Context: an optimization exercise on an open-source flow, tuned for small area, a short achievable clock period and few clock cycles per item. The choices shown serve that exercise and are no tape-out recipe. Function was checked by simulation only, so behaviour that the tests miss may differ from the original. Power is estimated from default activity; no workload was simulated.

<file path="config.mk">
export PLATFORM = sky130hd
export DESIGN_NAME = cpu_top
export DESIGN_NICKNAME = cpu_top
export VERILOG_FILES = /design/flow/design.v
export SDC_FILE = /design/flow/constraint.sdc
export NUM_CORES = 4
export LEC_CHECK = 0
export CAP_MARGIN = 10
export CORE_MARGIN = 2
export CORE_UTILIZATION = 50
export CTS_CLUSTER_DIAMETER = 100
export CTS_CLUSTER_SIZE = 24
export SETUP_SLACK_MARGIN = 3.7
export SLEW_MARGIN = 10
</file>
<file path="constraint.sdc">
create_clock -name core_clock -period 7.0 [get_ports {clk}]
set_input_delay 1.4000 -clock core_clock [delete_from_list [all_inputs] [get_ports {clk}]]
set_output_delay 1.4000 -clock core_clock [all_outputs]
set_load 0.01 [all_outputs]
</file>
<file path="design.v">
`timescale 1ns/1ps
package cpu_isa_pkg;
    typedef logic [16-1:0]          data_t;
    typedef logic [$clog2(16)-1:0]  reg_id_t;
    typedef logic [8-1:0]          imm_t;
    typedef logic [8-1:0]           pc_t;
    typedef logic [8-1:0]           inst_id_t;
    typedef logic [3-1:0]           op_t;
    localparam op_t OP_ST      = 3'd0;
    localparam op_t OP_CMP_GT  = 3'd1;
    localparam op_t OP_ADD_IMM = 3'd2;
    localparam op_t OP_ADD     = 3'd3;
    localparam op_t OP_SHL     = 3'd4;
    localparam op_t OP_SHR     = 3'd5;
    localparam op_t OP_MUL     = 3'd6;
endpackage
`timescale 1ns/1ps
package cpu_uarch_pkg;
    typedef logic [16-1:0] reg_mask_t;
endpackage
`timescale 1ns/1ps
module reg_file (
    input  logic                  clk,
    input  logic                  rst_n,
    input  logic [3:0]            rd_lo0,     
    input  logic [3:0]            rd_hi0,
    input  logic [3:0]            rd_lo1,
    input  logic [3:0]            rd_hi1,
    output cpu_isa_pkg::data_t    rd_data0,
    output cpu_isa_pkg::data_t    rd_data1,
    input  logic                  wr_en0,     
    input  cpu_isa_pkg::reg_id_t  wr_reg0,
    input  logic                  wr_en1,
    input  cpu_isa_pkg::reg_id_t  wr_reg1,
    input  cpu_isa_pkg::data_t    wr_data
);
    cpu_isa_pkg::data_t        regs [0:16-1];
    logic [16-1:0]   valid;
    always_comb begin
        rd_data0 = '0;
        rd_data1 = '0;
        for (int i = 0; i < 16; i++) begin
            if (rd_lo0[i%4] && rd_hi0[i/4] && valid[i]) rd_data0 = rd_data0 | regs[i];
            if (rd_lo1[i%4] && rd_hi1[i/4] && valid[i]) rd_data1 = rd_data1 | regs[i];
        end
    end
    logic [16-1:0]   we;
    always_comb begin
        for (int i = 0; i < 16; i++)
            we[i] = (wr_en0 && wr_reg0 == i) || (wr_en1 && wr_reg1 == i);
    end
    always_ff @(posedge clk or negedge rst_n) begin
        if (!rst_n) begin
            valid <= '0;
        end else begin
            valid <= valid | we;
        end
    end
    always_ff @(posedge clk) begin
        for (int i = 0; i < 16; i++) begin
            if (we[i]) regs[i] <= wr_data;
        end
    end
endmodule
`timescale 1ns/1ps
module int_unit (
    input  logic                is_add,
    input  logic                is_cmp,
    input  logic                is_shl,
    input  logic                is_shr,
    input  cpu_isa_pkg::data_t  a,
    input  cpu_isa_pkg::data_t  b,
    output cpu_isa_pkg::data_t  result
);
    localparam int W = 16;
    logic [W:0]         sum;
    cpu_isa_pkg::data_t sh;
    cpu_isa_pkg::data_t shr;
    assign sum = {1'b0, a} + {1'b0, b};
    assign sh  = a << b[$clog2(W)-1:0];
    always_comb begin
        for (int i = 0; i < W; i++) shr[i] = sh[W-1-i];
    end
    assign result = ({W{is_add}} & sum[W-1:0])
                  | ({W{is_cmp}} & cpu_isa_pkg::data_t'(sum[W]))
                  | ({W{is_shl}} & sh)
                  | ({W{is_shr}} & shr);
endmodule
`timescale 1ns/1ps
module mul_unit (
    input  cpu_isa_pkg::data_t  a,
    input  logic [7:0]         one,
    input  logic [7:0]         two,
    input  logic [7:0]         neg,
    output cpu_isa_pkg::data_t  sum_s,
    output cpu_isa_pkg::data_t  sum_c,
    output logic [4:0]         sum_x
);
    logic pp0_0;
    logic pn0;
    logic pp0_1;
    logic pp0_2;
    logic pp0_3;
    logic pp0_4;
    logic pp0_5;
    logic pp0_6;
    logic pp0_7;
    logic pp0_8;
    logic pp0_9;
    logic pp0_10;
    logic pp0_11;
    logic pp0_12;
    logic pp0_13;
    logic pp0_14;
    logic pp0_15;
    logic pp1_2;
    logic pn1;
    logic pp1_3;
    logic pp1_4;
    logic pp1_5;
    logic pp1_6;
    logic pp1_7;
    logic pp1_8;
    logic pp1_9;
    logic pp1_10;
    logic pp1_11;
    logic pp1_12;
    logic pp1_13;
    logic pp1_14;
    logic pp1_15;
    logic pp2_4;
    logic pn2;
    logic pp2_5;
    logic pp2_6;
    logic pp2_7;
    logic pp2_8;
    logic pp2_9;
    logic pp2_10;
    logic pp2_11;
    logic pp2_12;
    logic pp2_13;
    logic pp2_14;
    logic pp2_15;
    logic pp3_6;
    logic pn3;
    logic pp3_7;
    logic pp3_8;
    logic pp3_9;
    logic pp3_10;
    logic pp3_11;
    logic pp3_12;
    logic pp3_13;
    logic pp3_14;
    logic pp3_15;
    logic pp4_8;
    logic pn4;
    logic pp4_9;
    logic pp4_10;
    logic pp4_11;
    logic pp4_12;
    logic pp4_13;
    logic pp4_14;
    logic pp4_15;
    logic pp5_10;
    logic pn5;
    logic pp5_11;
    logic pp5_12;
    logic pp5_13;
    logic pp5_14;
    logic pp5_15;
    logic pp6_12;
    logic pn6;
    logic pp6_13;
    logic pp6_14;
    logic pp6_15;
    logic pp7_14;
    logic pn7;
    logic pp7_15;
    logic s0;
    logic c0;
    logic s1;
    logic c1;
    logic s2;
    logic c2;
    logic s3;
    logic c3;
    logic s4;
    logic c4;
    logic s5;
    logic c5;
    logic s6;
    logic c6;
    logic s7;
    logic c7;
    logic s8;
    logic c8;
    logic s9;
    logic c9;
    logic s10;
    logic c10;
    logic s11;
    logic c11;
    logic s12;
    logic c12;
    logic s13;
    logic c13;
    logic s14;
    logic c14;
    logic s15;
    logic c15;
    logic s16;
    logic c16;
    logic s17;
    logic c17;
    logic s18;
    logic c18;
    logic s19;
    logic c19;
    logic s20;
    logic c20;
    logic s21;
    logic c21;
    logic s22;
    logic c22;
    logic s23;
    logic c23;
    logic s24;
    logic c24;
    logic s25;
    logic c25;
    logic s26;
    logic c26;
    logic s27;
    logic c27;
    logic s28;
    logic c28;
    logic s29;
    logic c29;
    logic s30;
    logic c30;
    logic s31;
    logic c31;
    logic s32;
    logic c32;
    logic s33;
    logic c33;
    logic s34;
    logic c34;
    logic s35;
    logic c35;
    logic s36;
    logic c36;
    logic s37;
    logic c37;
    logic s38;
    logic c38;
    logic s39;
    logic c39;
    logic s40;
    logic c40;
    logic s41;
    logic c41;
    logic top_pp;
    assign pp0_0 = (one[0] & a[0]);
    assign pn0 = neg[0] & ~(one[0] & a[0]);
    assign pp0_1 = ((one[0] & a[1]) | (two[0] & a[0])) ^ neg[0];
    assign pp0_2 = ((one[0] & a[2]) | (two[0] & a[1])) ^ neg[0];
    assign pp0_3 = ((one[0] & a[3]) | (two[0] & a[2])) ^ neg[0];
    assign pp0_4 = ((one[0] & a[4]) | (two[0] & a[3])) ^ neg[0];
    assign pp0_5 = ((one[0] & a[5]) | (two[0] & a[4])) ^ neg[0];
    assign pp0_6 = ((one[0] & a[6]) | (two[0] & a[5])) ^ neg[0];
    assign pp0_7 = ((one[0] & a[7]) | (two[0] & a[6])) ^ neg[0];
    assign pp0_8 = ((one[0] & a[8]) | (two[0] & a[7])) ^ neg[0];
    assign pp0_9 = ((one[0] & a[9]) | (two[0] & a[8])) ^ neg[0];
    assign pp0_10 = ((one[0] & a[10]) | (two[0] & a[9])) ^ neg[0];
    assign pp0_11 = ((one[0] & a[11]) | (two[0] & a[10])) ^ neg[0];
    assign pp0_12 = ((one[0] & a[12]) | (two[0] & a[11])) ^ neg[0];
    assign pp0_13 = ((one[0] & a[13]) | (two[0] & a[12])) ^ neg[0];
    assign pp0_14 = ((one[0] & a[14]) | (two[0] & a[13])) ^ neg[0];
    assign pp0_15 = ((one[0] & a[15]) | (two[0] & a[14])) ^ neg[0];
    assign pp1_2 = (one[1] & a[0]);
    assign pn1 = neg[1] & ~(one[1] & a[0]);
    assign pp1_3 = ((one[1] & a[1]) | (two[1] & a[0])) ^ neg[1];
    assign pp1_4 = ((one[1] & a[2]) | (two[1] & a[1])) ^ neg[1];
    assign pp1_5 = ((one[1] & a[3]) | (two[1] & a[2])) ^ neg[1];
    assign pp1_6 = ((one[1] & a[4]) | (two[1] & a[3])) ^ neg[1];
    assign pp1_7 = ((one[1] & a[5]) | (two[1] & a[4])) ^ neg[1];
    assign pp1_8 = ((one[1] & a[6]) | (two[1] & a[5])) ^ neg[1];
    assign pp1_9 = ((one[1] & a[7]) | (two[1] & a[6])) ^ neg[1];
    assign pp1_10 = ((one[1] & a[8]) | (two[1] & a[7])) ^ neg[1];
    assign pp1_11 = ((one[1] & a[9]) | (two[1] & a[8])) ^ neg[1];
    assign pp1_12 = ((one[1] & a[10]) | (two[1] & a[9])) ^ neg[1];
    assign pp1_13 = ((one[1] & a[11]) | (two[1] & a[10])) ^ neg[1];
    assign pp1_14 = ((one[1] & a[12]) | (two[1] & a[11])) ^ neg[1];
    assign pp1_15 = ((one[1] & a[13]) | (two[1] & a[12])) ^ neg[1];
    assign pp2_4 = (one[2] & a[0]);
    assign pn2 = neg[2] & ~(one[2] & a[0]);
    assign pp2_5 = ((one[2] & a[1]) | (two[2] & a[0])) ^ neg[2];
    assign pp2_6 = ((one[2] & a[2]) | (two[2] & a[1])) ^ neg[2];
    assign pp2_7 = ((one[2] & a[3]) | (two[2] & a[2])) ^ neg[2];
    assign pp2_8 = ((one[2] & a[4]) | (two[2] & a[3])) ^ neg[2];
    assign pp2_9 = ((one[2] & a[5]) | (two[2] & a[4])) ^ neg[2];
    assign pp2_10 = ((one[2] & a[6]) | (two[2] & a[5])) ^ neg[2];
    assign pp2_11 = ((one[2] & a[7]) | (two[2] & a[6])) ^ neg[2];
    assign pp2_12 = ((one[2] & a[8]) | (two[2] & a[7])) ^ neg[2];
    assign pp2_13 = ((one[2] & a[9]) | (two[2] & a[8])) ^ neg[2];
    assign pp2_14 = ((one[2] & a[10]) | (two[2] & a[9])) ^ neg[2];
    assign pp2_15 = ((one[2] & a[11]) | (two[2] & a[10])) ^ neg[2];
    assign pp3_6 = (one[3] & a[0]);
    assign pn3 = neg[3] & ~(one[3] & a[0]);
    assign pp3_7 = ((one[3] & a[1]) | (two[3] & a[0])) ^ neg[3];
    assign pp3_8 = ((one[3] & a[2]) | (two[3] & a[1])) ^ neg[3];
    assign pp3_9 = ((one[3] & a[3]) | (two[3] & a[2])) ^ neg[3];
    assign pp3_10 = ((one[3] & a[4]) | (two[3] & a[3])) ^ neg[3];
    assign pp3_11 = ((one[3] & a[5]) | (two[3] & a[4])) ^ neg[3];
    assign pp3_12 = ((one[3] & a[6]) | (two[3] & a[5])) ^ neg[3];
    assign pp3_13 = ((one[3] & a[7]) | (two[3] & a[6])) ^ neg[3];
    assign pp3_14 = ((one[3] & a[8]) | (two[3] & a[7])) ^ neg[3];
    assign pp3_15 = ((one[3] & a[9]) | (two[3] & a[8])) ^ neg[3];
    assign pp4_8 = (one[4] & a[0]);
    assign pn4 = neg[4] & ~(one[4] & a[0]);
    assign pp4_9 = ((one[4] & a[1]) | (two[4] & a[0])) ^ neg[4];
    assign pp4_10 = ((one[4] & a[2]) | (two[4] & a[1])) ^ neg[4];
    assign pp4_11 = ((one[4] & a[3]) | (two[4] & a[2])) ^ neg[4];
    assign pp4_12 = ((one[4] & a[4]) | (two[4] & a[3])) ^ neg[4];
    assign pp4_13 = ((one[4] & a[5]) | (two[4] & a[4])) ^ neg[4];
    assign pp4_14 = ((one[4] & a[6]) | (two[4] & a[5])) ^ neg[4];
    assign pp4_15 = ((one[4] & a[7]) | (two[4] & a[6])) ^ neg[4];
    assign pp5_10 = (one[5] & a[0]);
    assign pn5 = neg[5] & ~(one[5] & a[0]);
    assign pp5_11 = ((one[5] & a[1]) | (two[5] & a[0])) ^ neg[5];
    assign pp5_12 = ((one[5] & a[2]) | (two[5] & a[1])) ^ neg[5];
    assign pp5_13 = ((one[5] & a[3]) | (two[5] & a[2])) ^ neg[5];
    assign pp5_14 = ((one[5] & a[4]) | (two[5] & a[3])) ^ neg[5];
    assign pp5_15 = ((one[5] & a[5]) | (two[5] & a[4])) ^ neg[5];
    assign pp6_12 = (one[6] & a[0]);
    assign pn6 = neg[6] & ~(one[6] & a[0]);
    assign pp6_13 = ((one[6] & a[1]) | (two[6] & a[0])) ^ neg[6];
    assign pp6_14 = ((one[6] & a[2]) | (two[6] & a[1])) ^ neg[6];
    assign pp6_15 = ((one[6] & a[3]) | (two[6] & a[2])) ^ neg[6];
    assign pp7_14 = (one[7] & a[0]);
    assign pn7 = neg[7] & ~(one[7] & a[0]);
    assign pp7_15 = ((one[7] & a[1]) | (two[7] & a[0])) ^ neg[7];
    assign s0 = pn1 ^ pp0_3 ^ pp1_3;
    assign c0 = (pn1 & pp0_3) | (pn1 & pp1_3) | (pp0_3 & pp1_3);
    assign s1 = pp2_4 ^ pp0_4 ^ pp1_4;
    assign c1 = (pp2_4 & pp0_4) | (pp2_4 & pp1_4) | (pp0_4 & pp1_4);
    assign s2 = pn2 ^ pp0_5 ^ pp1_5;
    assign c2 = (pn2 & pp0_5) | (pn2 & pp1_5) | (pp0_5 & pp1_5);
    assign s3 = pp2_5 ^ c1 ^ s2;
    assign c3 = (pp2_5 & c1) | (pp2_5 & s2) | (c1 & s2);
    assign s4 = pp3_6 ^ pp0_6 ^ pp1_6;
    assign c4 = (pp3_6 & pp0_6) | (pp3_6 & pp1_6) | (pp0_6 & pp1_6);
    assign s5 = pp2_6 ^ c2 ^ s4;
    assign c5 = (pp2_6 & c2) | (pp2_6 & s4) | (c2 & s4);
    assign s6 = pn3 ^ pp0_7 ^ pp1_7;
    assign c6 = (pn3 & pp0_7) | (pn3 & pp1_7) | (pp0_7 & pp1_7);
    assign s7 = pp2_7 ^ pp3_7 ^ c4;
    assign c7 = (pp2_7 & pp3_7) | (pp2_7 & c4) | (pp3_7 & c4);
    assign s8 = s6 ^ c5 ^ s7;
    assign c8 = (s6 & c5) | (s6 & s7) | (c5 & s7);
    assign s9 = pp4_8 ^ pp0_8 ^ pp1_8;
    assign c9 = (pp4_8 & pp0_8) | (pp4_8 & pp1_8) | (pp0_8 & pp1_8);
    assign s10 = pp2_8 ^ pp3_8 ^ c6;
    assign c10 = (pp2_8 & pp3_8) | (pp2_8 & c6) | (pp3_8 & c6);
    assign s11 = s9 ^ c7 ^ s10;
    assign c11 = (s9 & c7) | (s9 & s10) | (c7 & s10);
    assign s12 = pn4 ^ pp0_9 ^ pp1_9;
    assign c12 = (pn4 & pp0_9) | (pn4 & pp1_9) | (pp0_9 & pp1_9);
    assign s13 = pp2_9 ^ pp3_9 ^ pp4_9;
    assign c13 = (pp2_9 & pp3_9) | (pp2_9 & pp4_9) | (pp3_9 & pp4_9);
    assign s14 = c9 ^ s12 ^ s13;
    assign c14 = (c9 & s12) | (c9 & s13) | (s12 & s13);
    assign s15 = c10 ^ s14 ^ c11;
    assign c15 = (c10 & s14) | (c10 & c11) | (s14 & c11);
    assign s16 = pp5_10 ^ pp0_10 ^ pp1_10;
    assign c16 = (pp5_10 & pp0_10) | (pp5_10 & pp1_10) | (pp0_10 & pp1_10);
    assign s17 = pp2_10 ^ pp3_10 ^ pp4_10;
    assign c17 = (pp2_10 & pp3_10) | (pp2_10 & pp4_10) | (pp3_10 & pp4_10);
    assign s18 = c12 ^ c13 ^ s16;
    assign c18 = (c12 & c13) | (c12 & s16) | (c13 & s16);
    assign s19 = s17 ^ c14 ^ s18;
    assign c19 = (s17 & c14) | (s17 & s18) | (c14 & s18);
    assign s20 = pn5 ^ pp0_11 ^ pp1_11;
    assign c20 = (pn5 & pp0_11) | (pn5 & pp1_11) | (pp0_11 & pp1_11);
    assign s21 = pp2_11 ^ pp3_11 ^ pp4_11;
    assign c21 = (pp2_11 & pp3_11) | (pp2_11 & pp4_11) | (pp3_11 & pp4_11);
    assign s22 = pp5_11 ^ c16 ^ c17;
    assign c22 = (pp5_11 & c16) | (pp5_11 & c17) | (c16 & c17);
    assign s23 = s20 ^ s21 ^ c18;
    assign c23 = (s20 & s21) | (s20 & c18) | (s21 & c18);
    assign s24 = s22 ^ c19 ^ s23;
    assign c24 = (s22 & c19) | (s22 & s23) | (c19 & s23);
    assign s25 = pp6_12 ^ pp0_12 ^ pp1_12;
    assign c25 = (pp6_12 & pp0_12) | (pp6_12 & pp1_12) | (pp0_12 & pp1_12);
    assign s26 = pp2_12 ^ pp3_12 ^ pp4_12;
    assign c26 = (pp2_12 & pp3_12) | (pp2_12 & pp4_12) | (pp3_12 & pp4_12);
    assign s27 = pp5_12 ^ c20 ^ c21;
    assign c27 = (pp5_12 & c20) | (pp5_12 & c21) | (c20 & c21);
    assign s28 = s25 ^ s26 ^ c22;
    assign c28 = (s25 & s26) | (s25 & c22) | (s26 & c22);
    assign s29 = s27 ^ s28 ^ c23;
    assign c29 = (s27 & s28) | (s27 & c23) | (s28 & c23);
    assign s30 = pn6 ^ pp0_13 ^ pp1_13;
    assign c30 = (pn6 & pp0_13) | (pn6 & pp1_13) | (pp0_13 & pp1_13);
    assign s31 = pp2_13 ^ pp3_13 ^ pp4_13;
    assign c31 = (pp2_13 & pp3_13) | (pp2_13 & pp4_13) | (pp3_13 & pp4_13);
    assign s32 = pp5_13 ^ pp6_13 ^ c25;
    assign c32 = (pp5_13 & pp6_13) | (pp5_13 & c25) | (pp6_13 & c25);
    assign s33 = c26 ^ s30 ^ s31;
    assign c33 = (c26 & s30) | (c26 & s31) | (s30 & s31);
    assign s34 = c27 ^ s32 ^ s33;
    assign c34 = (c27 & s32) | (c27 & s33) | (s32 & s33);
    assign s35 = c28 ^ s34 ^ c29;
    assign c35 = (c28 & s34) | (c28 & c29) | (s34 & c29);
    assign s36 = pp7_14 ^ pp0_14 ^ pp1_14;
    assign c36 = (pp7_14 & pp0_14) | (pp7_14 & pp1_14) | (pp0_14 & pp1_14);
    assign s37 = pp2_14 ^ pp3_14 ^ pp4_14;
    assign c37 = (pp2_14 & pp3_14) | (pp2_14 & pp4_14) | (pp3_14 & pp4_14);
    assign s38 = pp5_14 ^ pp6_14 ^ c30;
    assign c38 = (pp5_14 & pp6_14) | (pp5_14 & c30) | (pp6_14 & c30);
    assign s39 = c31 ^ s36 ^ s37;
    assign c39 = (c31 & s36) | (c31 & s37) | (s36 & s37);
    assign s40 = c32 ^ c33 ^ s38;
    assign c40 = (c32 & c33) | (c32 & s38) | (c33 & s38);
    assign s41 = s39 ^ c34 ^ s40;
    assign c41 = (s39 & c34) | (s39 & s40) | (c34 & s40);
    assign top_pp = pp0_15 ^ pp1_15 ^ pp2_15 ^ pp3_15 ^ pp4_15 ^ pp5_15 ^ pp6_15 ^ pn7 ^ pp7_15;
    assign sum_s[0] = pp0_0;
    assign sum_c[0] = '0;
    assign sum_s[1] = pn0;
    assign sum_c[1] = pp0_1;
    assign sum_s[2] = pp1_2;
    assign sum_c[2] = pp0_2;
    assign sum_s[3] = s0;
    assign sum_c[3] = '0;
    assign sum_s[4] = c0;
    assign sum_c[4] = s1;
    assign sum_s[5] = s3;
    assign sum_c[5] = '0;
    assign sum_s[6] = c3;
    assign sum_c[6] = s5;
    assign sum_s[7] = s8;
    assign sum_c[7] = '0;
    assign sum_s[8] = c8;
    assign sum_c[8] = s11;
    assign sum_s[9] = s15;
    assign sum_c[9] = '0;
    assign sum_s[10] = s19;
    assign sum_c[10] = c15;
    assign sum_s[11] = s24;
    assign sum_c[11] = '0;
    assign sum_s[12] = c24;
    assign sum_c[12] = s29;
    assign sum_s[13] = s35;
    assign sum_c[13] = '0;
    assign sum_s[14] = s41;
    assign sum_c[14] = c35;
    assign sum_s[15] = top_pp;
    assign sum_c[15] = c36;
    assign sum_x[0] = c37;
    assign sum_x[1] = c38;
    assign sum_x[2] = c39;
    assign sum_x[3] = c40;
    assign sum_x[4] = c41;
endmodule
`timescale 1ns/1ps
`timescale 1ns/1ps
module cpu_top (
    input  logic                   clk,
    input  logic                   rst_n,
    input  logic                   inst_vld,
    input  logic                   inst_last,
    input  cpu_isa_pkg::op_t       inst_op,
    input  cpu_isa_pkg::inst_id_t  inst_id,
    input  cpu_isa_pkg::reg_id_t   inst_dst_reg,
    input  cpu_isa_pkg::reg_id_t   inst_src_reg0,
    input  cpu_isa_pkg::reg_id_t   inst_src_reg1,
    input  cpu_isa_pkg::imm_t      inst_imm,
    output logic                   fetch_vld,
    output cpu_isa_pkg::pc_t       fetch_pc,
    output cpu_isa_pkg::inst_id_t  fetch_id,
    output logic                   inst_rdy,
    output logic                   write_mem_vld,
    output cpu_isa_pkg::inst_id_t  write_mem_id,
    output cpu_isa_pkg::data_t     write_mem_addr,
    output cpu_isa_pkg::data_t     write_mem_data,
    output logic                   exec_finish
);
    localparam int W = 16;
    cpu_isa_pkg::pc_t      pc_q;
    logic                  last_acc_q;    
    logic                  fin_q;
    logic                  ib_vld;
    logic                  ib_last;
    cpu_isa_pkg::op_t      ib_op;
    cpu_isa_pkg::reg_id_t  ib_dst;
    logic [3:0]            ib_s0_lo, ib_s0_hi, ib_s1_lo, ib_s1_hi;
    cpu_isa_pkg::imm_t     ib_imm;
    logic                  x_we;          
    logic                  x_mul;         
    logic                  x_st;          
    logic                  x_last;        
    logic                  x_add, x_cmp, x_shl, x_shr;
    cpu_isa_pkg::reg_id_t  x_dst;
    cpu_isa_pkg::inst_id_t x_id;          
    cpu_isa_pkg::data_t    x_a, x_b;
    logic [W/2-1:0]        x_one, x_two;   
    cpu_isa_pkg::data_t    alu_res;
    logic                  m_vld;
    cpu_isa_pkg::reg_id_t  m_dst;
    cpu_isa_pkg::data_t    m_s, m_c;
    cpu_isa_pkg::data_t    mul_s, mul_c;
    localparam int NX = 5;                
    logic [NX-1:0]         m_x, mul_x;
    cpu_isa_pkg::data_t    m_sum;
    cpu_isa_pkg::data_t    m_val;
    logic                  d_st, d_mul, d_add, d_cmp, d_shl, d_shr, d_addi, d_we;
    logic                  stall, go;
    cpu_isa_pkg::data_t    rf_a, rf_b, val_a, val_b;
    cpu_isa_pkg::data_t    rf_wdata;
    assign d_st   = (ib_op == cpu_isa_pkg::OP_ST);
    assign d_mul  = (ib_op == cpu_isa_pkg::OP_MUL);
    assign d_addi = (ib_op == cpu_isa_pkg::OP_ADD_IMM);
    assign d_add  = (ib_op == cpu_isa_pkg::OP_ADD) || d_addi;
    assign d_cmp  = (ib_op == cpu_isa_pkg::OP_CMP_GT);
    assign d_shl  = (ib_op == cpu_isa_pkg::OP_SHL);
    assign d_shr  = (ib_op == cpu_isa_pkg::OP_SHR);
    assign d_we   = d_add || d_cmp || d_shl || d_shr;
    logic stall_q;
    assign stall = stall_q;
    assign go    = ib_vld && !stall;
    logic no_next_q;
    assign inst_rdy  = !ib_vld || !stall;
    assign fetch_vld = !((inst_vld || last_acc_q) && (inst_last || no_next_q));
    assign fetch_pc  = pc_q;
    assign fetch_id  = pc_q;
    always_ff @(posedge clk or negedge rst_n) begin
        if (!rst_n) begin
            pc_q       <= '0;
            last_acc_q <= 1'b0;
            fin_q      <= 1'b0;
            ib_vld     <= 1'b0;
        end else begin
            if (fetch_vld) pc_q <= pc_q + 1'b1;
            last_acc_q <= last_acc_d;
            if (x_last) fin_q <= 1'b1;
            ib_vld <= ib_vld_d;
        end
    end
    logic stall_d, ib_vld_d, last_acc_d;
    assign stall_d    = go && d_mul &&
                        ((inst_src_reg0 == ib_dst) ||
                         (inst_op != cpu_isa_pkg::OP_ADD_IMM && inst_src_reg1 == ib_dst));
    assign ib_vld_d   = inst_rdy ? inst_vld : ib_vld;
    assign last_acc_d = last_acc_q || (inst_vld && inst_rdy && inst_last);
    always_ff @(posedge clk or negedge rst_n) begin
        if (!rst_n) begin
            stall_q   <= 1'b0;
            no_next_q <= 1'b0;
        end else begin
            stall_q   <= stall_d;
            no_next_q <= last_acc_d || (ib_vld_d && stall_d);
        end
    end
    always_ff @(posedge clk) begin
        if (inst_rdy) begin
            ib_last <= inst_last;
            ib_op   <= inst_op;
            ib_dst  <= inst_dst_reg;
            ib_s0_lo <= 4'(1) << inst_src_reg0[1:0];
            ib_s0_hi <= 4'(1) << inst_src_reg0[3:2];
            ib_s1_lo <= 4'(1) << inst_src_reg1[1:0];
            ib_s1_hi <= 4'(1) << inst_src_reg1[3:2];
            ib_imm  <= inst_imm;
        end
    end
    reg_file u_reg_file (
        .clk      (clk),
        .rst_n    (rst_n),
        .rd_lo0   (ib_s0_lo),
        .rd_hi0   (ib_s0_hi),
        .rd_lo1   (ib_s1_lo),
        .rd_hi1   (ib_s1_hi),
        .rd_data0 (rf_a),
        .rd_data1 (rf_b),
        .wr_en0   (x_we),
        .wr_reg0  (x_dst),
        .wr_en1   (m_vld && !x_we),
        .wr_reg1  (m_dst),
        .wr_data  (rf_wdata)
    );
    assign m_sum = m_s + m_c;
    assign m_val = {m_sum[W-1] ^ (^m_x), m_sum[W-2:0]};
    always_comb begin
        if (x_we && ib_s0_lo[x_dst[1:0]] && ib_s0_hi[x_dst[3:2]])       val_a = alu_res;
        else if (m_vld && ib_s0_lo[m_dst[1:0]] && ib_s0_hi[m_dst[3:2]]) val_a = m_val;
        else                                                           val_a = rf_a;
        if (x_we && ib_s1_lo[x_dst[1:0]] && ib_s1_hi[x_dst[3:2]])       val_b = alu_res;
        else if (m_vld && ib_s1_lo[m_dst[1:0]] && ib_s1_hi[m_dst[3:2]]) val_b = m_val;
        else                                                           val_b = rf_b;
    end
    always_ff @(posedge clk or negedge rst_n) begin
        if (!rst_n) begin
            x_we   <= 1'b0;
            x_mul  <= 1'b0;
            x_st   <= 1'b0;
            x_last <= 1'b0;
            x_id   <= '1;
        end else begin
            x_we   <= go && d_we;
            x_mul  <= go && d_mul;
            x_st   <= go && d_st;
            x_last <= go && ib_last;
            if (go) x_id <= x_id + 1'b1;
        end
    end
    always_ff @(posedge clk) begin
        x_add <= d_add;
        x_cmp <= d_cmp;
        x_shl <= d_shl;
        x_shr <= d_shr;
        x_dst <= ib_dst;
        for (int i = 0; i < W; i++) x_a[i] <= d_shr ? val_a[W-1-i] : val_a[i];
        for (int i = 0; i < W / 2; i++) begin
            x_one[i] <= val_b[2*i] ^ (i == 0 ? 1'b0 : val_b[2*i-1]);
            x_two[i] <= (val_b[2*i+1] & ~val_b[2*i] & ~(i == 0 ? 1'b0 : val_b[2*i-1])) |
                        (~val_b[2*i+1] & val_b[2*i] & (i == 0 ? 1'b0 : val_b[2*i-1]));
        end
        if (d_addi)     x_b <= cpu_isa_pkg::data_t'(ib_imm);
        else if (d_cmp) x_b <= ~val_b;
        else            x_b <= val_b;
    end
    int_unit u_int_unit (
        .is_add (x_add),
        .is_cmp (x_cmp),
        .is_shl (x_shl),
        .is_shr (x_shr),
        .a      (x_a),
        .b      (x_b),
        .result (alu_res)
    );
    logic [W/2-1:0] x_neg;
    always_comb begin
        for (int i = 0; i < W / 2; i++) x_neg[i] = x_b[2*i+1];
    end
    mul_unit u_mul_unit (
        .a     (x_a),
        .one   (x_one),
        .two   (x_two),
        .neg   (x_neg),
        .sum_s (mul_s),
        .sum_c (mul_c),
        .sum_x (mul_x)
    );
    assign rf_wdata = x_we ? alu_res : m_val;
    always_ff @(posedge clk or negedge rst_n) begin
        if (!rst_n) begin
            m_vld <= 1'b0;
        end else begin
            m_vld <= x_mul || (m_vld && x_we && x_dst != m_dst);
        end
    end
    always_ff @(posedge clk) begin
        if (x_mul) begin
            m_dst <= x_dst;
            m_s   <= mul_s;
            m_c   <= mul_c;
            m_x   <= mul_x;
        end
    end
    assign write_mem_vld  = x_st;
    assign write_mem_id   = x_id;
    assign write_mem_addr = x_a;
    assign write_mem_data = x_b;
    assign exec_finish    = fin_q || x_last;
endmodule
</file>
<file path="flow/run.sh">
#!/bin/bash
# The standard layout (the standard.sh, unchanged synthesis) with two
# changes: the port buffers are sky130 buf cells, which the timing repair
# may resize, instead of the delay-buffer cell buffer_ports picks by default;
# and the clock tree is built without dummy loads. make's output goes to
# make_flow.log; each ORFS step keeps its own log under orfs/logs.
set -euo pipefail
export BUFFER_PORTS_ARGS="-buffer_cell sky130_fd_sc_hd__buf_2"
export CTS_ARGS="-sink_clustering_enable -repair_clock_nets -dont_use_dummy_load -sink_clustering_size 24 -sink_clustering_max_diameter 100"
bash standard.sh > make_flow.log 2>&1
</file>
<file path="standard.sh">
#!/bin/bash
# synth_recipe.tcl (not shown) runs the flow's synth.tcl, then flattens the netlist and writes it again
# the make line also repeats each setting of config.mk as NAME=value (left out here)
make -C /OpenROAD-flow-scripts/flow DESIGN_CONFIG=/design/flow/config.mk WORK_HOME=/design/flow/orfs CLKGATE_MAP_FILE= SYNTH_SCRIPT=/design/flow/synth_recipe.tcl "${@:-finish}"
</file>
==> results of run 1 <==
==> placed cells by master (no fill, tap or decap), types with 21 or more instances in the layout <==
cell	netlist	layout
xnor2_1	81	74
buf_2	4	87
a21oi_1	38	35
clkbuf_16	0	23
nor2_1	61	61
fa_1	44	38
o21ai_0	37	33
nand3_1	42	42
buf_4	8	74
nand2_1	86	85
xor2_1	45	44
edfxtp_1	322	322
ha_1	27	27
nand4_1	46	46
inv_1	65	64
mux2i_1	34	27
nor2b_1	21	21
or2_2	23	23
a22oi_1	151	145
dfxtp_1	56	30
and3_1	42	42
dfrtp_1	34	34
a221oi_1	86	84
a22o_1	87	87
==> kinds of logic (layout without fill, tap and decap cells) <==
logic type      after synthesis  count (layout)  share of synthesized area [%]
compound gates              539             539                           18.3
xor+xnor                    126             126                           4.94
fa+ha+maj                    71              71                           5.45
buf+inv                     218             261                           3.89
flops                       420             420                           53.0
mux                          77              78                           4.72
other cells                   0               1                              0
simple gates                408             408                           9.65
==> per-layer routing <==
layer / wire length, um / vias to the layer above / part of all wire (%)
met5: 0 / - / 0
met4: 4150 / 0 / 5.3
met3: 9870 / 284 / 13
met2: 34100 / 1277 / 44
met1: 30000 / 8528 / 38
li1: - / 7290 / -
==> state kept, by name, summed over array words and instances, names as in the netlist, 3 cells and up <==
name / flops
ib_dst: 4
ib_imm: 8
ib_op: 3
ib_s0_hi: 4
ib_s0_lo: 4
ib_s1_hi: 4
ib_s1_lo: 4
m_c: 9
m_dst: 4
m_s: 16
m_x: 5
pc_q: 8
u_reg_file.regs: 256
u_reg_file.valid: 16
x_a: 16
x_b: 16
x_dst: 4
x_id: 8
x_one: 8
x_two: 8
==> repair_timing <==
action	CTS	global route
setup endpoints to repair	206	180
gates cloned	1	2
gates resized for setup	45	68
buffers inserted	6	28
pin swaps	4	16
==> layout make-up <==
cell class              instances  area, um^2
repair buffers                172        1180
well taps                     592         741
fillers                      3792       19300
clock buffers                  22         551
inverters                      66         254
multi-input cells            1222       10200
repair inverters                1        5.00
diodes                          1        2.50
flip-flops and latches        420       11900
==> final timing paths <==
check / endpoint / slack (ps) / cells past startpoint
worst max-delay path: m_s[13] / 3680 / 9
worst min-delay path: x_dst[3] / 450 / 0
worst max register to register: m_s[13] / 3680 / 9
worst min register to register: x_dst[3] / 450 / 0
max in group asynchronous: u_reg_file.valid[12] / 5380 / 1
min in group asynchronous: pc_q[3] / 990 / 1
==> report_power, final <==
group	leakage (nW)	internal, mW	switching (mW)
Sequential	3.94	3.25	0.314
Clock	0.271	0.561	0.761
Combinational	4.65	1.28	1.93
==> stage by stage <==
stage | worst slack, ps | hold WS, ps
after floorplan | 3670 | 406
after global placement | 3030 | 428
after detailed placement | 3010 | 434
after CTS | 3480 | 455
after global routing | 3610 | 473
final | 3680 | 453
==> critical path: cells and delay by family, from the launching register on <==
family | cells | cell delay [ps]
buffers and inverters | 3 | 280
XOR/XNOR | 1 | 120
AO/OA/AOI/OAI | 1 | 200
adder cells (fa/ha/maj) | 4 | 2020
flip-flops | 1 | 410
==> impl_metrics.yaml, run 1 <==
sta:
  worstMarginPinSlew_ps: 1410
  maxSlewViolCount: 0
  clock_skew_ps: 28.9
  setup-violations-final: 0
  timing.fmax_mhz: 302
  relSlewSlack_pct: 6.06
  rsz0062_at_grt: "true"
  fin_tns_setup_ps: 0
  finalHoldViolations: 0
  finalCriticalPeriod_ps: 3320
  min_period_over_period_pct: 47.4
setup_path:
  path_common_cell: "fa_1"
  setup.worst_path.class: "reg2reg"
  worstSetupEndpointType: "flip-flop"
  crit_fanout: 9
  critPathLaunchType: "flip-flop"
  slowest_delay_ps: 580
  arrival_ps: 3600
  critPathSlowestCell: "fa_2"
  cp.required_ps: 7290
  worstReg2RegStart: "x_a[6]"
  crit_chain: "buf_4 -> a22oi_1 -> xnor2_1 -> fa_1 -> inv_1 -> fa_1 -> inv_1 -> fa_2 -> fa_1"
  crit_start: "x_a[6]"
logic_synthesis:
  synth_area_um2: 22300
  synthTopCellsByCount: "edfxtp_1, a22oi_1, clkbuf_1"
  synth_cells: 1859
  netlist_top_cells_area: "edfxtp_1, a22oi_1, dfxtp_1, fa_1, dfrtp_1"
  synth_ff_type: "edfxtp_1"
  synth.net_count: 1965
  synth_edf_count: 322
  yosys.cell_count.top_type: "edfxtp_1"
  syn_area_per_cell_um2: 12.0
  yosysSeqAreaShare_pct: 53.0
  yosys_warnings: 4
  yosys.area.top_type_share_pct: 43.3
  ys_types: 78
  synth.largest_area_cell: "edfxtp_1"
  async_flop_share_pct: 10.0
  yosys_register_bits: 420
cts:
  cts_buffers: 22
  clkLatencyLatePin_ps: 570
  cts_tree: "yes"
  clkTransAtPathRegs_ps: 90
  htree_levels: 1
  ctsLongestPathBuffers: 3
  clockRootBuffer: "clkbuf_16"
  clkSinkCount: 420
  cts_hold_buffers: 0
floorplanning:
  die-area_um2: 46400
  die_w_um: 215
  coreArea_um2: 44100
  num_rows: 77
  io_pins: 95
  fp.dieH_um: 215
  start_util_pct: 50.6
pwr:
  p_per_area_nw_per_um2: 326
  total_power_mw: 8.09
  p_leak_nw: 8.86
  ir_worst_vdd_mv: 0.359
cells_and_area:
  layout-drive-gt1-share_pct: 19.7
  final_cells: 2496
  final_core_util_pct: 56.2
  finalNetCount: 2011
  synthToLayoutAreaGrowth_pct: 11.1
  postLayoutCellArea_um2: 24800
route:
  vias_per_cell: 6.96
  dr.pass1.iters: 6
  routed_wl_mm: 78.2
  drc_errors: 0
  drtIter0Drc: 2981
  dr_total_vias: 17400
  drt.antenna.violating_nets: 0
  wl_per_cell_um: 31.3
global_routing:
  antenna_found_initial: 1
  grtUsageMet1_pct: 45.7
  grt_first_pass_wirelength_mm: 111
  grt_use_total_pct: 32.7
  gr-total-overflow: 0
  busiest_layer: "met2"
  grt_pass1_vias: 16800
  met3_usage_pct: 7.34
  grt_max_degree: 43
  met2_usage_pct: 49.2
placement:
  io_buffer_count: 86
  placed_cell_area_um2: 23500
  dp.cells: 2436
  hpwl_mm: 48.4
  gp_congestion: 0.934
worst_hold_path:
  min_from: "ib_dst[3]"
  hp-class: "reg2reg"
job:
  max_cap_viol_count: 0
run_status:
  run_status: "timing/DRC/antenna clean"
Testbench counts, summed over its fixed seeds: cycles 23,762, insts 22,445.
==> inputs of run 2 (changes only) <==
--- a/config.mk
+++ b/config.mk
@@ -7,3 +7,3 @@
 export LEC_CHECK = 0
-export CAP_MARGIN = 10
+export CAP_MARGIN = 20
 export CORE_MARGIN = 2
@@ -12,3 +12,5 @@
 export CTS_CLUSTER_SIZE = 24
+export GPL_ROUTABILITY_DRIVEN = 0
+export PLACE_DENSITY = 0.7
 export SETUP_SLACK_MARGIN = 3.7
-export SLEW_MARGIN = 10
+export SLEW_MARGIN = 20
==> impl_metrics.yaml, run 2 <==
run_status:
  run_status: "timing/DRC/antenna clean"
setup_path:
  crit_fanout: 21
  worstSetupEndpointType: "flip-flop"
  cp.required_ps: 7280
  worstReg2RegStart: "x_b[0]"
  r2r-end: "u_reg_file.regs[5][0]"
  arrival_ps: 3630
  reg2reg_slack_ps: 3650
  setup.worst_path.class: "reg2reg"
  critPathLaunchType: "flip-flop"
  r2r_cells: 9
cts:
  cts_buffers: 21
  htree_levels: 1
  clkSinkCount: 420
  cts_tree: "yes"
  clkTransAtPathRegs_ps: 100
  ctsLongestPathBuffers: 3
  clockRootBuffer: "clkbuf_16"
  clkLatencyLatePin_ps: 590
sta:
  relSlewSlack_pct: 15.7
  fin_tns_setup_ps: 0
  min_period_over_period_pct: 47.9
  timing.fmax_mhz: 298
  worstMarginPinSlew_ps: 1260
  setup-violations-final: 0
  hold_ws_ps: 460
  maxSlewViolCount: 0
  clock_skew_ps: 62.1
  finalCriticalPeriod_ps: 3350
  rsz0062_at_grt: "true"
  finalHoldViolations: 0
  worst_slack_ps: 3650
global_routing:
  antenna_found_initial: 0
  grt_max_degree: 43
  grt_use_total_pct: 30.6
  grt_first_pass_wirelength_mm: 106
  gr-total-overflow: 0
  grt_pass1_vias: 16800
logic_synthesis:
  yosysSeqAreaShare_pct: 53.0
  ys_types: 78
  async_flop_share_pct: 10.0
  yosys_warnings: 4
  synth.net_count: 1965
  synth_cells: 1859
  synthTopCellsByCount: "edfxtp_1, a22oi_1, clkbuf_1"
  syn_area_per_cell_um2: 12.0
  synth_ff_type: "edfxtp_1"
  synth_edf_count: 322
  yosys_register_bits: 420
  yosys.cell_count.top_type: "edfxtp_1"
  synth_area_um2: 22300
  yosys.area.top_type_share_pct: 43.3
  synth.largest_area_cell: "edfxtp_1"
  netlist_top_cells_area: "edfxtp_1, a22oi_1, dfxtp_1, fa_1, dfrtp_1"
pwr:
  p_leak_nw: 8.80
  ir_worst_vdd_mv: 0.200
  total_power_mw: 7.85
  p_per_area_nw_per_um2: 320
cells_and_area:
  postLayoutCellArea_um2: 24600
  mostFrequentLayoutCells: "edfxtp_1, a22oi_1, a22o_1"
  nFillCells: 3692
  synthToLayoutAreaGrowth_pct: 9.90
  largest_reg_flops: 256
  top_register: "u_reg_file.regs"
  final_common_cell: "edfxtp_1"
  num_antenna_cells: 0
  multi_input_area_um2: 10000
  finalNetCount: 2004
  seq_area_um2: 11900
  layout-drive-gt1-share_pct: 19.1
worst_hold_path:
  hp-class: "reg2reg"
  min_from: "ib_last"
  worstHoldEndpoint: "x_last"
  holdPathStages: 1
floorplanning:
  die-area_um2: 46400
  start_util_pct: 50.6
  die_w_um: 215
  coreArea_um2: 44100
  num_rows: 77
  io_pins: 95
  fp.dieH_um: 215
route:
  routed_wl_mm: 73.4
  vias_per_cell: 7.05
  drc_errors: 0
  dr.pass1.iters: 9
  drtIter0Drc: 2977
  drt.antenna.violating_nets: 0
  dr_total_vias: 17500
  wl_per_cell_um: 29.5
placement:
  placed_cell_area_um2: 23400
  place_ws_ps: 3070
  io_buffer_count: 86
  hpwl_mm: 45.4
job:
  max_cap_viol_count: 0
==> run 2: final cells by class <==
cell class | count | share of cell area [%]
Timing Repair Buffer | 167 | 4.45
Timing Repair inverter | 1 | 0.0306
Multi-Input combinational cell | 1221 | 40.7
Inverter | 66 | 1.05
Tap cell | 592 | 3.02
Clock buffer | 21 | 2.14
Sequential cell | 420 | 48.6
==> run 2: worst max-delay path, stage by stage (launching register included) <==
cell and delay [ps]:
dfxtp_1 310, buf_4 230, ha_1 260, fa_1 410, a21o_1 240, a221oi_4 320, o21ai_0 170, a311o_1 330
a211o_1 360, mux2_2 430
==> run 2: cells by family after synthesis <==
kind of cell	Yosys count	synth area share (%)
buffers and inverters	218	3.89
AND/OR/NAND/NOR	408	9.65
AO/OA/AOI/OAI	539	18.3
multiplexers	77	4.72
flip-flops	420	53.0
adder cells (fa/ha/maj)	71	5.45
XOR/XNOR	126	4.94
==> run 2: repair_timing <==
| item | in CTS | in global routing |
|---|---|---|
| gates cloned | 1 | 0 |
| gates resized for setup | 47 | 42 |
| setup endpoints to repair | 248 | 235 |
| buffers inserted | 4 | 25 |
| hold endpoints to repair | 0 | 0 |
| hold buffers | 0 | 0 |
| pin swaps | 2 | 4 |
==> run 2: routing by layer <==
metal | vias to the layer above | GRT usage (%) | wire, um
met4 | 0 | 17.7 | 4800
met3 | 334 | 8.25 | 10300
met2 | 1485 | 46.2 | 32200
met1 | 8455 | 39.9 | 26100
met5 | - | 0 | 0
li1 | 7265 | - | -
==> run 2: where the power goes <==
group | leakage (nW) | internal (mW) | switching (mW)
Clock | 0.259 | 0.537 | 0.745
Sequential | 3.94 | 3.25 | 0.334
Combinational | 4.60 | 1.19 | 1.80
==> run 2: worst max-delay path by stage <==
stage / startpoint / end / slack (ps) / depth (start not counted)
after floorplan: x_a[1] / m_s[13] / 3670 / 11
after global placement: x_b[2] / u_reg_file.regs[8][8] / 2790 / 7
after detailed placement: x_b[2] / u_reg_file.regs[3][14] / 3070 / 7
after CTS: x_b[5] / u_reg_file.regs[13][7] / 3630 / 8
after global routing: m_c[1] / x_b[7] / 3570 / 11
final: x_b[0] / u_reg_file.regs[5][0] / 3650 / 9
==> run 2: per-stage QoR <==
stage / cells / utilization (%)
3_5_place_dp: 2436 / 53.1
3_3_place_gp: 2436 / 53.1
6_report: 2488 / 55.6
5_1_grt: 2488 / 55.6
4_1_cts: 2462 / 54.7
2_1_floorplan: 1859 / -
==> inputs of run 3 (changes only) <==
--- a/design.v
+++ b/design.v
@@ -498,3 +498,2 @@
     logic [3:0]            ib_s0_lo, ib_s0_hi, ib_s1_lo, ib_s1_hi;
-    cpu_isa_pkg::imm_t     ib_imm;
     logic                  x_we;          
@@ -572,5 +571,8 @@
             ib_s0_hi <= 4'(1) << inst_src_reg0[3:2];
-            ib_s1_lo <= 4'(1) << inst_src_reg1[1:0];
-            ib_s1_hi <= 4'(1) << inst_src_reg1[3:2];
-            ib_imm  <= inst_imm;
+            if (inst_op == cpu_isa_pkg::OP_ADD_IMM) begin
+                {ib_s1_hi, ib_s1_lo} <= inst_imm;
+            end else begin
+                ib_s1_lo <= 4'(1) << inst_src_reg1[1:0];
+                ib_s1_hi <= 4'(1) << inst_src_reg1[3:2];
+            end
         end
@@ -629,3 +631,3 @@
         end
-        if (d_addi)     x_b <= cpu_isa_pkg::data_t'(ib_imm);
+        if (d_addi)     x_b <= cpu_isa_pkg::data_t'({ib_s1_hi, ib_s1_lo});
         else if (d_cmp) x_b <= ~val_b;
--- a/config.mk
+++ b/config.mk
@@ -12,5 +12,3 @@
 export CTS_CLUSTER_SIZE = 24
-export GPL_ROUTABILITY_DRIVEN = 0
-export PLACE_DENSITY = 0.7
-export SETUP_SLACK_MARGIN = 3.7
+export SETUP_SLACK_MARGIN = 3.8
 export SLEW_MARGIN = 20
==> impl_metrics.yaml, run 3 <==
sta:
  relSlewSlack_pct: 24.3
  rsz0062_at_grt: "true"
  fin_tns_setup_ps: 0
  worst_slack_ps: 3780
  worstMarginPinSlew_ps: 1100
  setup-violations-final: 0
  hold_ws_ps: 450
  maxSlewViolCount: 0
  timing.fmax_mhz: 311
  finalHoldViolations: 0
  clock_skew_ps: 23.5
  finalCriticalPeriod_ps: 3220
  min_period_over_period_pct: 46.0
cts:
  ctsLongestPathBuffers: 3
  cts_tree: "yes"
  clockRootBuffer: "clkbuf_16"
  clkSinkCount: 412
  htree_levels: 1
  cts_buffers: 21
  clkLatencyLatePin_ps: 570
  clkTransAtPathRegs_ps: 90
route:
  drt.antenna.violating_nets: 0
  wl_per_cell_um: 30.7
  drtIter0Drc: 2710
  routed_wl_mm: 77.2
  dr.pass1.iters: 10
  dr_total_vias: 17400
  drc_errors: 0
  vias_per_cell: 6.91
logic_synthesis:
  netlist_top_cells_area: "edfxtp_1, a22oi_1, dfxtp_1, fa_1, dfrtp_1"
  synth.largest_area_cell: "edfxtp_1"
  yosys.cell_count.top_type: "edfxtp_1"
  synth_edf_count: 314
  synth_cells: 1829
  yosys_warnings: 4
  synth_ff_type: "edfxtp_1"
  syn_area_per_cell_um2: 12.1
  synth.net_count: 1935
  async_flop_share_pct: 10.2
  yosys_register_bits: 412
  synth_area_um2: 22100
  yosys.area.top_type_share_pct: 42.6
  yosysSeqAreaShare_pct: 52.5
  ys_types: 84
  synthTopCellsByCount: "edfxtp_1, a22oi_1, clkbuf_1"
global_routing:
  gr-total-overflow: 0
  grt_use_total_pct: 32.8
  met3_usage_pct: 7.76
  busiest_layer: "met2"
  grtUsageMet1_pct: 45.4
  antenna_found_initial: 0
  grt_first_pass_wirelength_mm: 111
  grt_max_degree: 43
  grt_pass1_vias: 16700
  met2_usage_pct: 49.9
placement:
  hpwl_mm: 47.3
  io_buffer_count: 86
  place_ws_ps: 2820
  gp_congestion: 0.916
  dp.cells: 2413
setup_path:
  crit_chain: "and3_1 -> buf_4 -> a221oi_1 -> and4_1 -> mux2_2 -> mux2i_4 -> or3b_1 -> o21ai_1"
  cp.required_ps: 7500
  worst-path-stages: 8
  worstSetupEndpointType: "flip-flop"
  r2r_cells: 8
  crit_family: "simple AND/OR/NAND/NOR gates"
  slowest_delay_ps: 720
  crit_buf_inv: 1
  arrival_ps: 3720
  critPathLaunchType: "flip-flop"
  critPathSlowestCell: "and3_1"
  crit_fanout: 9
  setup.worst_path.class: "reg2reg"
pwr:
  p_leak_nw: 9.04
  ir_worst_vdd_mv: 0.277
  p_per_area_nw_per_um2: 334
cells_and_area:
  nFillCells: 3699
  final_common_cell: "edfxtp_1"
  layout-drive-gt1-share_pct: 22.4
  final_cells: 2516
  synthToLayoutAreaGrowth_pct: 13.3
  mostFrequentLayoutCells: "edfxtp_1, a22oi_1, buf_4"
  finalNetCount: 2031
  top_register: "u_reg_file.regs"
  largest_reg_flops: 256
floorplanning:
  io_pins: 95
  coreArea_um2: 43900
  start_util_pct: 50.4
  die_w_um: 214
  die-area_um2: 45900
  num_rows: 77
  fp.dieH_um: 214
worst_hold_path:
  hp-class: "reg2reg"
  holdPathStages: 0
job:
  max_cap_viol_count: 0
run_status:
  run_status: "timing/DRC/antenna clean"
## run 3: cell types whose count changed in the layout (fill, tap and decap cells not counted), moves of 8 or more
cell and delta:
and3_1 +10, mux2_2 -10, buf_4 +44, mux2i_1 +21, o22ai_4 +8, edfxtp_1 -8
buf_12 +11, nand4_1 -13, nand2_1 -13, o22ai_2 -10, o22ai_1 -8
## run 3: per-layer routing
layer	share of wire, %	routed length, um	vias to the layer above
li1	-	-	7311
met1	39	30400	8536
met2	44	33600	1244
met3	12	9080	300
met4	5.3	4070	0
met5	0	0	-
## run 3: final timing paths
check	to	from	slack, ps
max	x_two[4]	ib_s1_lo[2]	3780
min	x_dst[2]	ib_dst[2]	450
max reg2reg	x_two[4]	ib_s1_lo[2]	3780
min reg2reg	x_dst[2]	ib_dst[2]	450
max in group asynchronous	x_we	rst_n	5760
min in group asynchronous	pc_q[6]	rst_n	830
## run 3: worst reg2reg max path: stages, from the launching register on
cell	delay, ps
edfxtp_1	610
and3_1	730
buf_4	340
a221oi_1	120
and4_1	290
mux2_2	320
mux2i_4	300
or3b_1	380
o21ai_1	70
## run 3: metrics by stage
stage	utilization [%]	instance area (um^2)	power, mW
4_1_cts	55.9	24600	8.15
3_3_place_gp	53.1	23300	6.69
6_report	57.0	25100	8.37
3_5_place_dp	53.1	23300	6.75
2_1_floorplan	-	22200	5.73
5_1_grt	57.0	25100	8.87
## run 3: kinds of logic after synthesis
logic type / count (synthesis) / share of synthesized area, %
AO/OA/AOI/OAI: 538 / 18.8
buffers and inverters: 209 / 3.82
multiplexers: 87 / 5.15
XOR/XNOR: 128 / 5.07
flip-flops: 412 / 52.5
adder cells (fa/ha/maj): 71 / 5.51
AND/OR/NAND/NOR: 384 / 9.17
## run 3: where the power goes
group | leakage, nW | internal, mW | total (mW) | switching (mW)
Combinational | 4.92 | 1.44 | 3.45 | 2.01
Sequential | 3.86 | 3.26 | 3.64 | 0.380
Clock | 0.259 | 0.537 | 1.28 | 0.745
Total | 9.04 | 5.23 | 8.37 | 3.14
## run 3: timing repair
action	4_1_cts	5_1_grt
hold buffers	0	0
setup endpoints to repair	378	314
pin swaps	14	18
resized for setup	71	46
buffers inserted	48	33
## run 3: cell type report
| type | count | area [um^2] | share of cell area (%) |
|---|---|---|---|
| repair buffers | 218 | 1610 | 6.41 |
| well taps | 592 | 741 | 2.96 |
| diodes | 1 | 2.50 | 0.00999 |
| clock buffers | 21 | 526 | 2.10 |
| inverters | 64 | 251 | 1.00 |
| multi-input cells | 1208 | 10200 | 40.8 |
| flip-flops and latches | 412 | 11700 | 46.7 |
Testbench counts of run 3, summed over its fixed seeds: cycles 23,762, insts 22,445.
==> inputs of run 4 (changes only) <==
--- a/config.mk
+++ b/config.mk
@@ -12,3 +12,3 @@
 export CTS_CLUSTER_SIZE = 24
-export SETUP_SLACK_MARGIN = 3.8
+export SETUP_SLACK_MARGIN = 3.7
 export SLEW_MARGIN = 20
==> impl_metrics.yaml, run 4 <==
sta:
  clock_skew_ps: 27.1
  relSlewSlack_pct: 19.5
  finalCriticalPeriod_ps: 3270
  min_period_over_period_pct: 46.7
  rsz0062_at_grt: "true"
  setup-violations-final: 0
  finalHoldViolations: 0
  maxSlewViolCount: 0
  worstMarginPinSlew_ps: 1210
  timing.fmax_mhz: 306
  fin_tns_setup_ps: 0
logic_synthesis:
  yosys.area.top_type_share_pct: 42.6
  netlist_top_cells_area: "edfxtp_1, a22oi_1, dfxtp_1, fa_1, dfrtp_1"
  ys_types: 84
  synth_cells: 1829
  post_synth_mux_area_share_pct: 5.15
  synth_top_family_by_area: "compound AO/OA/AOI/OAI gates"
  synth_area_um2: 22100
  synth-simple-area-share_pct: 9.17
  yosysSeqAreaShare_pct: 52.5
  synth_compound_area_share_pct: 18.8
  async_flop_share_pct: 10.2
  yosys_register_bits: 412
  synthTopCellsByCount: "edfxtp_1, a22oi_1, clkbuf_1"
  synth_ff_type: "edfxtp_1"
  synth_xor_area_share_pct: 5.07
  synth.net_count: 1935
  yosys_warnings: 4
  syn_area_per_cell_um2: 12.1
  synth_fa_ha_area_share_pct: 5.51
  yosys.cell_count.top_type: "edfxtp_1"
  synth_edf_count: 314
  synth.largest_area_cell: "edfxtp_1"
route:
  drt.antenna.violating_nets: 0
  wl_per_cell_um: 31.0
  drtIter0Drc: 2546
  routed_wl_mm: 76.9
  drc_errors: 0
  vias_per_cell: 7.02
  dr_total_vias: 17400
  dr.pass1.iters: 7
cts:
  htree_levels: 1
  clkTransAtPathRegs_ps: 100
  ctsLongestPathBuffers: 3
  clockRootBuffer: "clkbuf_16"
  clkSinkCount: 412
  clkLatencyLatePin_ps: 570
  cts_tree: "yes"
  cts_buffers: 21
global_routing:
  antenna_found_initial: 2
  grt_pass1_vias: 16300
  grt_first_pass_wirelength_mm: 110
  gr-total-overflow: 0
  grt_use_total_pct: 32.3
  grt_max_degree: 43
worst_hold_path:
  hp-class: "reg2reg"
  min_from: "ib_dst[3]"
floorplanning:
  fp.dieH_um: 214
  io_pins: 95
  coreArea_um2: 43900
  num_rows: 77
  start_util_pct: 50.4
  die-area_um2: 45900
  die_w_um: 214
setup_path:
  worstReg2RegStart: "m_s[1]"
  critPathLaunchType: "flip-flop"
  cp.required_ps: 7460
  arrival_ps: 3730
  crit_fanout: 4
  worstSetupEndpointType: "flip-flop"
  crit_start: "m_s[1]"
  setup.worst_path.class: "reg2reg"
pwr:
  p_leak_nw: 8.84
  total_power_mw: 8.29
  p_per_area_nw_per_um2: 337
  ir_worst_vdd_mv: 0.413
cells_and_area:
  largest_reg_flops: 256
  top_register: "u_reg_file.regs"
  layout-drive-gt1-share_pct: 20.3
  final_cells: 2481
  final_common_cell: "edfxtp_1"
  mostFrequentLayoutCells: "edfxtp_1, a22oi_1, buf_4"
  synthToLayoutAreaGrowth_pct: 11.2
  final_core_util_pct: 56.0
  finalNetCount: 1996
job:
  max_cap_viol_count: 0
placement:
  hpwl_mm: 47.6
  io_buffer_count: 86
  dp.cells: 2409
  gp_congestion: 0.941
run_status:
  run_status: "timing/DRC/antenna clean"
run 4: changes by cell type in the layout (fill, tap and decap cells not counted), moves of 5 or more:
cell	delta
a22oi_1	+5
a22oi_2	-5
buf_12	-8
buf_4	-30
fa_1	+5
fa_2	-5
run 4: layout make-up:
cell class | instances | area (um^2)
sequential | 412 | 11700
clock buffer | 21 | 526
inverter | 64 | 255
timing repair buffer | 183 | 1230
antenna | 1 | 2.50
fill | 3692 | 19300
tap | 592 | 741
multi-input combinational | 1208 | 10100
run 4: logic make-up (layout without fill, tap and decap cells):
kind of cell    after synthesis  after routing
xor+xnor                    128            128
buf+inv                     209            268
mux                          87             87
fa+ha+maj                    71             71
simple gates                384            384
flops                       412            412
compound gates              538            538
other cells                   0              1
run 4: timing repair:
action,CTS,global route
hold buffers,0,0
gates cloned,0,0
resized for setup,56,37
hold endpoints to repair,0,0
setup buffers,17,33
endpoints found under the setup margin,313,135
pin swaps,2,11
run 4: critical path, cell delays in order (launching register included):
cell,delay (ps)
edfxtp_1,350
ha_1,200
inv_1,70
fa_1,400
nand3b_1,230
a211oi_2,390
a311o_1,320
a31o_2,210
xnor2_2,180
a21oi_1,490
a21oi_1,90
o2bb2ai_1,220
run 4: metal layers:
metal	up-vias	routed length, um	track usage, %	part of all wire, %
li1	7231	-	-	-
met2	1283	33600	48.8	44
met3	243	9400	6.92	12
met5	-	0	0	0
met1	8663	30100	45.6	39
met4	0	3840	13.3	5.0
run 4: worst paths after layout:
kind | endpoint | slack (ps) | depth (start not counted)
max in group asynchronous | u_reg_file.valid[10] | 5380 | 1
min reg2reg | x_dst[3] | 460 | 0
max | x_two[7] | 3730 | 11
min | x_dst[3] | 460 | 0
min in group asynchronous | pc_q[4] | 990 | 1
max reg2reg | x_two[7] | 3730 | 11
run 4: where the power goes:
part	total (mW)	switching, mW	internal (mW)
registers	3.64	0.377	3.26
logic	3.36	2.00	1.36
clock network	1.29	0.754	0.538
run 4: stage by stage:
step	hold slack (ps)	instance area (um^2)	setup WS [ps]
floorplan	406	22200	3700
global placement	432	23300	2830
detailed placement	438	23300	2860
CTS	459	24100	3700
global route	467	24600	3630
finish	461	24600	3730
==> inputs of run 5 (changes only) <==
--- a/config.mk
+++ b/config.mk
@@ -9,3 +9,3 @@
 export CORE_MARGIN = 2
-export CORE_UTILIZATION = 50
+export CORE_UTILIZATION = 60
 export CTS_CLUSTER_DIAMETER = 100
==> impl_metrics.yaml, run 5 <==
cts:
  htree_levels: 1
  ctsLongestPathBuffers: 3
  clkLatencyLatePin_ps: 570
  cts_tree: "yes"
  clkTransAtPathRegs_ps: 100
  cts_buffers: 21
  clockRootBuffer: "clkbuf_16"
  clkSinkCount: 412
route:
  routed_wl_mm: 74.1
  dr_total_vias: 17300
  wl_met1_mm: 28.0
  highest_layer: "met4"
  wl_met3_mm: 10.0
  drtIter0Drc: 3084
  dr.pass1.iters: 7
  met2_length_mm: 32.5
  vias_per_cell: 7.28
  drt.antenna.violating_nets: 0
  wl_per_cell_um: 31.2
  drc_errors: 0
sta:
  rsz0062_at_grt: "true"
  fin_tns_setup_ps: 0
  clock_skew_ps: 41.3
  finalHoldViolations: 0
  min_period_over_period_pct: 46.7
  worstMarginPinSlew_ps: 1180
  setup-violations-final: 0
  timing.fmax_mhz: 306
  finalCriticalPeriod_ps: 3270
  relSlewSlack_pct: 21.3
  maxSlewViolCount: 0
cells_and_area:
  final_common_cell: "edfxtp_1"
  finalNetCount: 2015
  multi_input_area_um2: 10100
  layout-drive-gt1-share_pct: 20.9
  synthToLayoutAreaGrowth_pct: 11.3
  top_register: "u_reg_file.regs"
  largest_reg_flops: 256
  seq_area_um2: 11700
  final_cells: 2376
  nFillCells: 2713
  mostFrequentLayoutCells: "edfxtp_1, a22oi_1, buf_4"
global_routing:
  antenna_found_initial: 1
  grt_first_pass_wirelength_mm: 105
  grt_pass1_vias: 16200
  grt_use_total_pct: 37.4
  grt_max_degree: 43
  gr-total-overflow: 0
setup_path:
  worstSetupEndpointType: "flip-flop"
  crit_chain: "buf_4 -> inv_1 -> nand2_1 -> or3_1 -> o22ai_4"
  critPathLaunchType: "flip-flop"
  crit_buf_inv: 2
  crit_fanout: 22
  setup.worst_path.class: "reg2reg"
  crit_start: "x_we"
  worstReg2RegStart: "x_we"
  critPathSlowestCell: "o22ai_4"
  crit_family: "buffers and inverters"
  slowest_delay_ps: 890
  cp.required_ps: 7160
  arrival_ps: 3420
worst_hold_path:
  hp-class: "reg2reg"
  min_from: "ib_dst[0]"
floorplanning:
  fp.dieH_um: 196
  die_w_um: 196
  num_rows: 70
  start_util_pct: 60.7
  die-area_um2: 38400
  io_pins: 95
  coreArea_um2: 36400
logic_synthesis:
  netlist_top_cells_area: "edfxtp_1, a22oi_1, dfxtp_1, fa_1, dfrtp_1"
  synth_area_um2: 22100
  yosys_warnings: 4
  syn_area_per_cell_um2: 12.1
  ys_types: 84
  synth_ff_type: "edfxtp_1"
  synthTopCellsByCount: "edfxtp_1, a22oi_1, clkbuf_1"
  synth_cells: 1829
  synth.largest_area_cell: "edfxtp_1"
  yosysSeqAreaShare_pct: 52.5
  yosys.cell_count.top_type: "edfxtp_1"
  yosys_register_bits: 412
  synth.net_count: 1935
  synth_edf_count: 314
  async_flop_share_pct: 10.2
  yosys.area.top_type_share_pct: 42.6
placement:
  dp.cells: 2292
  hpwl_mm: 45.8
  io_buffer_count: 86
  gp_congestion: 0.951
run_status:
  run_status: "timing/DRC/antenna clean"
job:
  max_cap_viol_count: 0
pwr:
  p_leak_nw: 8.94
  p_per_area_nw_per_um2: 340
  ir_worst_vdd_mv: 0.271
## run 5: cell counts after synthesis
Identical to the previous run, type by type.
## run 5: final timing paths
path / end / slack (ps) / cells after the start
max in group asynchronous: u_reg_file.valid[2] / 5380 / 1
hold / removal: x_dst[0] / 440 / 0
setup / recovery: u_reg_file.regs[1][0] / 3730 / 5
setup reg to reg: u_reg_file.regs[1][0] / 3730 / 5
hold reg to reg: x_dst[0] / 440 / 0
min in group asynchronous: pc_q[4] / 1000 / 1
## run 5: routing by layer
layer  global-route usage, %  vias up
li1                        -     7254
met5                       0        -
met2                    56.1     1331
met1                    52.9     8452
met4                    15.5        0
met3                    8.77      268
## run 5: stage by stage
stage | hold WS (ps) | area (um^2) | power, mW | setup slack, ps | utilization, %
2_1_floorplan | 406 | 22200 | 5.73 | 3700 | -
3_3_place_gp | 429 | 23100 | 6.62 | 3090 | 63.5
3_5_place_dp | 428 | 23100 | 6.76 | 3040 | 63.5
4_1_cts | 442 | 24000 | 8.10 | 3680 | 65.9
5_1_grt | 458 | 24600 | 8.82 | 3620 | 67.6
6_report | 437 | 24600 | 8.37 | 3730 | 67.6
## run 5: cell type report
| type | instances | area share [%] |
|---|---|---|
| well taps | 468 | 2.38 |
| flip-flops and latches | 412 | 47.6 |
| inverters | 64 | 1.02 |
| clock buffers | 21 | 2.13 |
| multi-input cells | 1208 | 41.1 |
| repair buffers | 202 | 5.76 |
| diodes | 1 | 0.0102 |
## run 5: cells by family (layout without fill, tap and decap cells)
logic type                 count (synthesis)  count (layout)  share of synthesized area, %
AOI/OAI and AO/OA                        538             538                          18.8
xor gates and xnor gates                 128             128                          5.07
adders and majority gates                 71              71                          5.51
buffers and inverters                    209             287                          3.82
DFF                                      412             412                          52.5
muxes                                     87              87                          5.15
other                                      0               1                             0
and+or+nand+nor                          384             384                          9.17
## run 5: power by group
| part | internal [mW] | total [mW] | switching [mW] |
|---|---|---|---|
| Sequential | 3.26 | 3.63 | 0.369 |
| Clock | 0.537 | 1.27 | 0.737 |
| Combinational | 1.44 | 3.46 | 2.02 |
| Total | 5.24 | 8.37 | 3.13 |
## run 5: repair_timing
action	4_1_cts	5_1_grt
gates resized for setup	59	42
gates cloned	0	1
setup buffers	18	42
pin swaps	4	15
hold buffers	0	0
endpoints found under the setup margin	280	155

re-timing with driven ports:
Ports are ideal in the flow. The routed layouts listed here were re-timed in OpenROAD.
Step 1: set_driving_cell puts a clkbuf_16 on clk and a buf_2 on each other input, an assumption about the parent block.
Step 2 also shifts input and output timing later by t, the mid clock arrival at the registers, as if the neighbouring blocks saw the same clock.
a / b / c = ideal ports / drivers / drivers and shift; a / b = the first two.
run | shift t [ns] | setup WS [ns] | worst register clock-pin slew, ns
run 1 | 0.615 | 3.684 / 3.684 / 3.684 | 0.10 / 0.10
run 2 | 0.608 | 3.646 / 3.646 / 3.646 | 0.10 / 0.10
run 3 | 0.615 | 3.781 / 3.742 / 3.742 | 0.10 / 0.10
run 4 | 0.615 | 3.733 / 3.717 / 3.717 | 0.11 / 0.11
run 5 | 0.610 | 3.734 / 3.721 / 3.721 | 0.10 / 0.10
After both steps setup and hold are still met in every run listed. For run 3, which loses most, drivers alone change the setup slack by -0.039 ns; drivers and shift together by -0.039 ns.
